From an optimization exercise on the open Yosys and OpenROAD flow, aimed at small area, a short achievable clock period and few clock cycles per item; shortcuts taken in it are not production practice. The RTL of this run was laid out without a check of its function. No activity file was given, so power comes from the tool's default toggle rates.

`design/flow/design.v`:
```
`default_nettype none
package rv_core_pkg;
  localparam int XLEN = 32;
  localparam logic [XLEN-1:0] RESET_PC = '0;
  localparam logic [4:0] OPCODE_OP     = 5'b01100;
  localparam logic [4:0] OPCODE_OP_IMM = 5'b00100;
  localparam logic [4:0] OPCODE_LUI    = 5'b01101;
  localparam logic [4:0] OPCODE_AUIPC  = 5'b00101;
  localparam logic [4:0] OPCODE_JAL    = 5'b11011;
  localparam logic [4:0] OPCODE_JALR   = 5'b11001;
  localparam logic [4:0] OPCODE_BRANCH = 5'b11000;
  localparam logic [2:0] FUNCT3_ADD  = 3'b000;
  localparam logic [2:0] FUNCT3_SLL  = 3'b001;
  localparam logic [2:0] FUNCT3_SLT  = 3'b010;
  localparam logic [2:0] FUNCT3_SLTU = 3'b011;
  localparam logic [2:0] FUNCT3_XOR  = 3'b100;
  localparam logic [2:0] FUNCT3_SR   = 3'b101;
  localparam logic [2:0] FUNCT3_OR   = 3'b110;
  localparam logic [2:0] FUNCT3_AND  = 3'b111;
  localparam logic [2:0] FUNCT3_BEQ  = 3'b000;
  localparam logic [2:0] FUNCT3_BNE  = 3'b001;
  localparam logic [2:0] FUNCT3_BLT  = 3'b100;
  localparam logic [2:0] FUNCT3_BGE  = 3'b101;
  localparam logic [2:0] FUNCT3_BLTU = 3'b110;
  localparam logic [2:0] FUNCT3_BGEU = 3'b111;
  typedef logic [XLEN-1:0] word_t;
  typedef logic [4:0]      reg_addr_t;
  typedef struct packed {
    word_t pc;
    word_t inst;
  } fetch_t;
  typedef struct packed {
    logic [4:0] opcode;
    logic [2:0] funct3;
    reg_addr_t  rs1_addr;
    reg_addr_t  rs2_addr;
    reg_addr_t  rd_addr;
    logic       rd_wb;
    word_t      imm;
    logic [2:0] alu_op;
    logic       alu_alternate;
    logic       src1_is_pc;
    logic       src1_is_zero;
    logic       src2_is_imm;
  } decoded_t;
  typedef struct packed {
    word_t     pc;
    word_t     inst;
    reg_addr_t rd_addr;
    logic      rd_wb;
    word_t     rd_data;
    word_t     npc;
  } commit_t;
endpackage
`default_nettype wire
`timescale 1ns/1ns
`default_nettype none
module rv_regfile (
  input  wire                     clk,
  input  wire                     nrst,
  input  rv_core_pkg::reg_addr_t  i_rs1_addr,
  input  wire                     i_rs1_en,
  input  rv_core_pkg::reg_addr_t  i_rs2_addr,
  input  wire                     i_rs2_en,
  input  wire                     i_we,
  input  rv_core_pkg::reg_addr_t  i_rd_addr,
  input  rv_core_pkg::word_t      i_rd_data,
  output rv_core_pkg::word_t      o_rs1_data,
  output rv_core_pkg::word_t      o_rs2_data
);
  rv_core_pkg::word_t regs [1:31];
  logic [31:1]        valid;
  logic [31:1]        sel1, sel2, wsel;
  always_comb begin
    for (int i = 1; i < 32; i++) begin
      sel1[i] = i_rs1_en && valid[i] && (i_rs1_addr == 5'(i));
      sel2[i] = i_rs2_en && valid[i] && (i_rs2_addr == 5'(i));
      wsel[i] = i_we && (i_rd_addr == 5'(i));
    end
  end
  always_ff @(posedge clk) begin
    if (!nrst) begin
      valid <= '0;
    end else begin
      valid <= valid | wsel;
    end
  end
  always_ff @(posedge clk) begin
    for (int i = 1; i < 32; i++) begin
      if (wsel[i]) begin
        regs[i] <= i_rd_data;
      end
    end
  end
  always_comb begin
    o_rs1_data = '0;
    o_rs2_data = '0;
    for (int i = 1; i < 32; i++) begin
      o_rs1_data = o_rs1_data | ({32{sel1[i]}} & regs[i]);
      o_rs2_data = o_rs2_data | ({32{sel2[i]}} & regs[i]);
    end
  end
endmodule
`default_nettype wire
`timescale 1ns/1ns
`default_nettype none
module rv_execute (
  input  rv_core_pkg::word_t  i_inst,
  input  rv_core_pkg::word_t  i_pc,
  input  rv_core_pkg::word_t  i_a,
  input  rv_core_pkg::word_t  i_b,
  input  wire                 i_cin,
  output logic                o_rd_wb,
  output rv_core_pkg::word_t  o_rd_data,
  output rv_core_pkg::word_t  o_npc
);
  rv_core_pkg::word_t inst;
  logic [2:0]         f3;
  logic [32:0]        sum;
  logic               ltu, lts, eq, cond, taken;
  logic               is_jal, is_jalr, is_br;
  rv_core_pkg::word_t imm_t, tgt, pc4, shr, shl, alu;
  assign inst = i_inst;
  assign f3   = inst[14:12];
  assign is_jal  = inst[3];
  assign is_jalr = inst[6] & ~inst[3] & inst[2];
  assign is_br   = inst[6] & ~inst[2];
  assign sum = {1'b0, i_a} + {1'b0, i_b} + {32'd0, i_cin};
  assign ltu = ~sum[32];
  assign lts = ltu ^ i_a[31] ^ ~i_b[31];
  assign eq  = &(i_a ^ i_b);
  always_comb begin
    cond  = f3[2] ? (f3[1] ? ltu : lts) : eq;
    taken = cond ^ f3[0];
  end
  always_comb begin
    if (!inst[2]) imm_t = {{20{inst[31]}}, inst[7], inst[30:25], inst[11:8], 1'b0};
    else if (inst[3]) imm_t = {{12{inst[31]}}, inst[19:12], inst[20], inst[30:21], 1'b0};
    else imm_t = {inst[31:12], 12'h000};
  end
  assign tgt = i_pc + imm_t;
  assign pc4 = i_pc + 32'd4;
  assign shr = $unsigned($signed({inst[30] & i_a[31], i_a}) >>> i_b[4:0]);
  always_comb begin
    for (int i = 0; i < 32; i++) shl[i] = shr[31 - i];
  end
  always_comb begin
    case (f3)
      3'b000:  alu = sum[31:0];
      3'b001:  alu = shl;
      3'b010:  alu = {31'd0, lts};
      3'b011:  alu = {31'd0, ltu};
      3'b100:  alu = i_a ^ i_b;
      3'b101:  alu = shr;
      3'b110:  alu = i_a | i_b;
      default: alu = i_a & i_b;
    endcase
  end
  always_comb begin
    if (!inst[2]) o_rd_data = alu;
    else if (inst[6]) o_rd_data = pc4;
    else if (inst[5]) o_rd_data = sum[31:0];
    else o_rd_data = tgt;
  end
  always_comb begin
    if (is_jalr) o_npc = {sum[31:1], 1'b0};
    else if (is_jal || (is_br && taken)) o_npc = tgt;
    else o_npc = pc4;
  end
  assign o_rd_wb = (inst[11:7] != 5'd0) && !is_br;
endmodule
`default_nettype wire
`timescale 1ns/1ns
`default_nettype none
module rv_core_top (
  input  wire                   clk,
  input  wire                   nrst,
  input  wire                   i_fetch_ack,
  input  rv_core_pkg::word_t    i_fetch_inst,
  input  wire                   i_commit_ack,
  output logic                  o_fetch_req,
  output rv_core_pkg::word_t    o_fetch_pc,
  output logic                  o_commit_req,
  output rv_core_pkg::commit_t  o_commit
);
  logic               s_commit;
  rv_core_pkg::word_t pc;
  rv_core_pkg::word_t inst_q;
  rv_core_pkg::word_t a_q, b_q;
  logic               cin_q;
  rv_core_pkg::word_t x;
  rv_core_pkg::word_t rs1_data, rs2_data;
  rv_core_pkg::word_t a_d, b_d, imm_b;
  logic               is_lui, rs2_en, alu_ins, sub, sll;
  logic [2:0]         f3;
  logic               rd_wb;
  rv_core_pkg::word_t rd_data, npc;
  assign o_fetch_req  = !s_commit && !i_fetch_ack && !i_commit_ack;
  assign o_commit_req = s_commit && !i_commit_ack;
  always_ff @(posedge clk) begin
    if (!nrst) begin
      s_commit <= 1'b0;
    end else if (!s_commit && i_fetch_ack) begin
      s_commit <= 1'b1;
    end else if (s_commit && i_commit_ack) begin
      s_commit <= 1'b0;
    end
  end
  assign x       = i_fetch_inst;
  assign f3      = x[14:12];
  assign is_lui  = x[5] & x[4] & x[2];
  assign rs2_en  = x[5] & ~x[2];           
  assign alu_ins = x[4] & ~x[2];           
  assign sll     = alu_ins && (f3 == 3'b001);
  assign sub     = (x[6] & ~x[2]) ||
                   (alu_ins && (f3 == 3'b010 || f3 == 3'b011)) ||
                   (rs2_en && x[4] && f3 == 3'b000 && x[30]);
  rv_regfile u_regfile (
    .clk        (clk),
    .nrst       (nrst),
    .i_rs1_addr (x[19:15]),
    .i_rs1_en   (!is_lui),
    .i_rs2_addr (x[24:20]),
    .i_rs2_en   (rs2_en),
    .i_we       (s_commit && rd_wb),
    .i_rd_addr  (inst_q[11:7]),
    .i_rd_data  (rd_data),
    .o_rs1_data (rs1_data),
    .o_rs2_data (rs2_data)
  );
  assign imm_b = (x[2] && !x[6]) ? {x[31:12], 12'h000} : {{20{x[31]}}, x[31:20]};
  always_comb begin
    for (int i = 0; i < 32; i++) a_d[i] = sll ? rs1_data[31 - i] : rs1_data[i];
    b_d = (rs2_en ? rs2_data : imm_b) ^ {32{sub}};
  end
  always_ff @(posedge clk) begin
    if (!s_commit) begin
      inst_q <= x;
      a_q    <= a_d;
      b_q    <= b_d;
      cin_q  <= sub;
    end
  end
  rv_execute u_execute (
    .i_inst    (inst_q),
    .i_pc      (pc),
    .i_a       (a_q),
    .i_b       (b_q),
    .i_cin     (cin_q),
    .o_rd_wb   (rd_wb),
    .o_rd_data (rd_data),
    .o_npc     (npc)
  );
  always_ff @(posedge clk) begin
    if (!nrst) begin
      pc <= rv_core_pkg::RESET_PC;
    end else if (s_commit && i_commit_ack) begin
      pc <= {npc[31:1], 1'b0};
    end
  end
  assign o_fetch_pc       = pc;
  assign o_commit.pc      = pc;
  assign o_commit.inst    = inst_q;
  assign o_commit.rd_addr = inst_q[11:7];
  assign o_commit.rd_wb   = rd_wb;
  assign o_commit.rd_data = rd_data;
  assign o_commit.npc     = npc;
endmodule
`default_nettype wire
```
`design/flow/run.sh`:
```
#!/bin/bash
# synth_recipe.tcl (not shown) runs the flow's synth.tcl, then flattens the netlist and writes it again
# the make line also repeats each setting of config.mk as NAME=value (left out here)
make -C /OpenROAD-flow-scripts/flow DESIGN_CONFIG=/design/flow/config.mk WORK_HOME=/design/flow/orfs CLKGATE_MAP_FILE= SYNTH_SCRIPT=/design/flow/synth_recipe.tcl finish
```
`design/flow/config.mk`:
```
export PLATFORM = sky130hd
export DESIGN_NAME = rv_core_top
export DESIGN_NICKNAME = rv_core_top
export VERILOG_FILES = /design/flow/design.v
export SDC_FILE = /design/flow/constraint.sdc
export NUM_CORES = 4
export LEC_CHECK = 0
export CAP_MARGIN = 20
export CORE_MARGIN = 2
export CORE_UTILIZATION = 40
export SETUP_SLACK_MARGIN = 0.2
export SLEW_MARGIN = 20
```
`design/flow/constraint.sdc`:
```
create_clock -name core_clock -period 8.6 [get_ports {clk}]
set_input_delay 1.7200 -clock core_clock [delete_from_list [all_inputs] [get_ports {clk}]]
set_output_delay 1.7200 -clock core_clock [all_outputs]
set_load 0.01 [all_outputs]
```
==> summary.md <==
| Metric | Value |
|---|---|
| EDFF count, synth | `between 1,000 and 1,500` |
| Post-layout nets | `between 4,000 and 5,000` |
| Compound-Gate Fraction of Synth Area | `a little over a fifth` |
| I/O pin count | `between 200 and 250` |
| Top routing layer used | `met5` |
| Initial antenna violation count | `22` |
| Total Routing Usage GR | `just under 40%` |
| Via count | `about 51,000` |
| Final worst slack | `0.383 ns` |
| Largest family of logic cells by synthesized area | `compound AO/OA/AOI/OAI gates` |
| Die area | `around 150,000 um2` |
| CP Max Fanout | `32` |
| Kind of end point of the critical path | `output pin` |
| Critical Path RT | `about 6.9 ns` |
| Max IR drop VDD | `around 0.19 mV` |
| First drt pass iteration count | `10` |
| Via density | `7.65` |
| Core ar. | `141,000 um2` |
| HP Class | `flip-flop to flip-flop` |
| RSZ-0062 raised after global routing | `false` |
| CTS root buf | `clkbuf_16` |
| Detailed Place HPWL | `170,000 um` |
| M1 WL | `approximately 97,000 um` |
| DR WL met2 | `around 120,000 um` |
| Vias in the first global route | `between 40,000 and 50,000` |
| Final Max Slew Viols | `0` |
| DR WL/cell | `about 44 um` |
| Largest net degree at the start of global routing | `59` |
| Final Skew | `about 0.096 ns` |
| Synthesis-stage register bit count | `around 1,200` |
| Top FF cell, synth | `edfxtp_1` |
| Slew headroom | `between 10% and 20%` |
| Post-Synth XOR/XNOR Area | `1.91%` |
| Fmax | `0.122 GHz` |
| Drc violations | `0` |
| Post-CTS resize count | `0` |
| Post-CTS Setup Repair Bufs | `0` |
| Initial drt markers | `approximately 12,000` |
| Post-synthesis sequential area ratio | `about three fifths` |
| Kind of critical path | `flip-flop to output pin` |
| Sink Count | `1,152` |
| Final setup vio count | `0` |
| Post-Synth Adder-Cell Area | `approximately 2.2%` |
| Ratio of cells with drive above 1 in the final layout | `~12%` |
| Initial Util | `40.3%` |
| Lkg Pwr | `around 22 nW` |
| First-pass GRT wire length | `roughly 400,000 um` |
| Remaining Overflow, GRT | `0` |
| Clk pin slew, worst setup/hold paths | `0.06 ns` |
| CTS tree | `done` |
| CP Data Arrival Time | `6.50 ns` |
| Die Ht | `~380 um` |
| Final hold vios | `0` |
| Most frequent cells in the layout | `1,089 x edfxtp_1, 367 x a22oi_1, 320 x a22o_1, 296 x a221oi_1, 254 x nor2_1` |
| Total CTS buffers | `approximately 120` |
| Antenna Nets Post-Route | `0` |
| Row cnt | `approximately 140` |
| Synth Cell Area | `~57,000 um2` |
| H-tree depth | `3` |
| GP Congestion | `slightly below 1` |
| Commonest non-fill, non-tap cell in the layout | `edfxtp_1` |
| CTS max path bufs | `3` |
| Number of port buffers | `200` |
| Tightest Pin Transition | `1.27 ns` |
| Pre-CTS setup slack | `1.39 ns` |
| Area delta synth->final | `15.2%` |
| Status | `timing/DRC/antenna clean` |
| Pwr dens | `~220 nW/um2` |
| Routed Wire Length | `293,000 um` |
| Simple-gate area share of the yosys netlist | `~8.8%` |
| Average size of a mapped cell | `12.3 um2` |
| Cell count after synthesis | `between 4,000 and 5,000` |
| Type of origin of the critical path | `flip-flop` |
| Count of different cell masters after synthesis | `between 90 and 100` |
| Hold_buf cts | `0` |
| Final setup TNS | `0 ns` |
| Synth warn | `4` |
| Worst skew pair latency | `around 0.8 ns` |
| FFs w/ async S/R, synth | `0%` |
| Final period util | `between 90% and 100%` |
| Met3 wire len | `around 50,000 um` |
| Maxcap violations | `0` |
| Post-synthesis mux area share | `approximately 1.9%` |
| Minimum clock period | `8.22 ns` |
| Die W | `between 300 and 400 um` |
==> logic make-up after synthesis <==
kind of cell	after synthesis
DFF	1152
and+or+nand+nor	1039
adders and majority gates	98
AOI/OAI and AO/OA	1622
xor gates and xnor gates	122
buffers and inverters	527
muxes	68
other	1
==> layout make-up <==
cell class                      count  area (um2)
Fill cell                       12600       75800
Sequential cell                  1152       34000
Multi-Input combinational cell   2952       21400
Timing Repair Buffer              396        3560
Clock buffer                      145        3120
Tap cell                         1890        2360
Clock inverter                     68         827
Inverter                          100         378
Antenna cell                       15        37.5
==> final timing paths <==
path,slack [ns],cells after the start,to,startpoint
setup / recovery,0.38,17,o_commit[60],inst_q[2]
hold / removal,0.48,1,u_regfile.valid[21],u_regfile.valid[21]
setup reg to reg,3.07,16,u_regfile.regs[30][29],inst_q[2]
hold reg to reg,0.48,1,u_regfile.valid[21],u_regfile.valid[21]
==> critical path, stage by stage, from the launching register on <==
cell	delay (ns)
edfxtp_1	0.68
inv_2	0.10
nor2_1	0.12
buf_4	0.25
nor2b_1	0.08
ha_1	0.43
nand4_1	0.17
nor4b_1	0.57
o21ai_0	0.32
a211o_1	0.33
a31o_2	0.29
mux2i_1	0.13
a2111oi_0	0.70
a211oi_1	0.11
o21ai_0	0.18
nand4_1	0.32
buf_4	0.36
clkdlybuf4s50_1	0.55
==> sequential cells by signal, indices dropped and copies added (netlist names) <==
name / cells
inst_q: 32
u_regfile.regs: 992
cin_q: 1
b_q: 32
u_regfile.valid: 31
a_q: 32
s_commit: 1
pc: 31
==> stage by stage <==
| step | cell area (um2) | cells | util [%] | power, mW | hold slack [ns] |
|---|---|---|---|---|---|
| CTS | 65600 | 6703 | 46.4 | 14.1 | 0.476 |
| floorplan | 57000 | 4631 | - | 7.87 | 0.446 |
| global route | 65600 | 6703 | 46.4 | 14.4 | 0.497 |
| detailed placement | 61600 | 6490 | 43.6 | 8.87 | 0.463 |
| finish | 65700 | 6718 | 46.4 | 14.1 | 0.482 |
| global placement | 61600 | 6489 | 43.6 | 8.86 | 0.455 |
==> cell usage after synthesis, drive strengths merged (7+ instances only) <==
cell type  count  share of area (%)
mux2i         31               0.55
a211oi        29               0.38
nand3        150                1.3
nor2         283                1.9
clkbuf       330                2.2
edfxtp      1089                 57
a31oi         12               0.14
and3          77               0.85
buf           97               0.97
inv           99               0.65
nor3          59               0.53
o221ai        24               0.37
o21ai        158                1.4
a221oi       303                4.7
a22oi        367                4.8
or2            7              0.077
mux2           8               0.16
a222oi        33               0.58
o21a          46               0.61
o211ai        33               0.45
ha            95                2.1
xor2          65                1.0
a21o          27               0.36
dfxtp         63                2.2
xnor2         57               0.91
a22o         320                4.9
nor2b         23               0.25
or4           21               0.28
and2          13               0.14
nand2        244                1.6
o31ai         19               0.28
o32ai          8               0.12
o22ai         22               0.24
or3           18               0.21
nand4        120                1.3
a21oi        160                1.4
nand2b        10               0.11
mux4          29                1.1
==> report_power, final <==
part           switching, mW  internal, mW  leakage [nW]  total (mW)
clock                   2.34          2.97          1.90        5.31
combinational           1.53         0.711          9.70        2.24
sequential             0.112          6.48          10.5        6.59
total                   3.98          10.2          22.1        14.1
==> layer usage <==
| metal | track usage [%] | vias to the layer above |
|---|---|---|
| li1 | - | 19000 |
| met5 | 0.496 | - |
| met4 | 27.4 | 24 |
| met1 | 46.4 | 24900 |
| met3 | 17.7 | 1761 |
| met2 | 54.8 | 5750 |

-- port drivers added, routing unchanged --
The flow's constraints put no driver on any port. The routed layout listed below was extracted and timed again, unchanged, in two steps. Step 1 assumes that a clkbuf_16 drives the clock port and a buf_2 every other input. Step 2 also shifts input and output timing later by t, the mid clock arrival at the registers, as if the neighbouring blocks saw the same clock. Slacks: ideal ports / drivers / drivers and shift; pairs: ideal ports / drivers.
t (ns): 0.844
slack for setup (ns): 0.383 / 0.300 / 1.144
worst slew at a driven data input, ns: 0.06
After both steps setup and hold are still met in this run. The setup slack of this run moves by -0.083 ns with the drivers and by +0.761 ns with both steps.
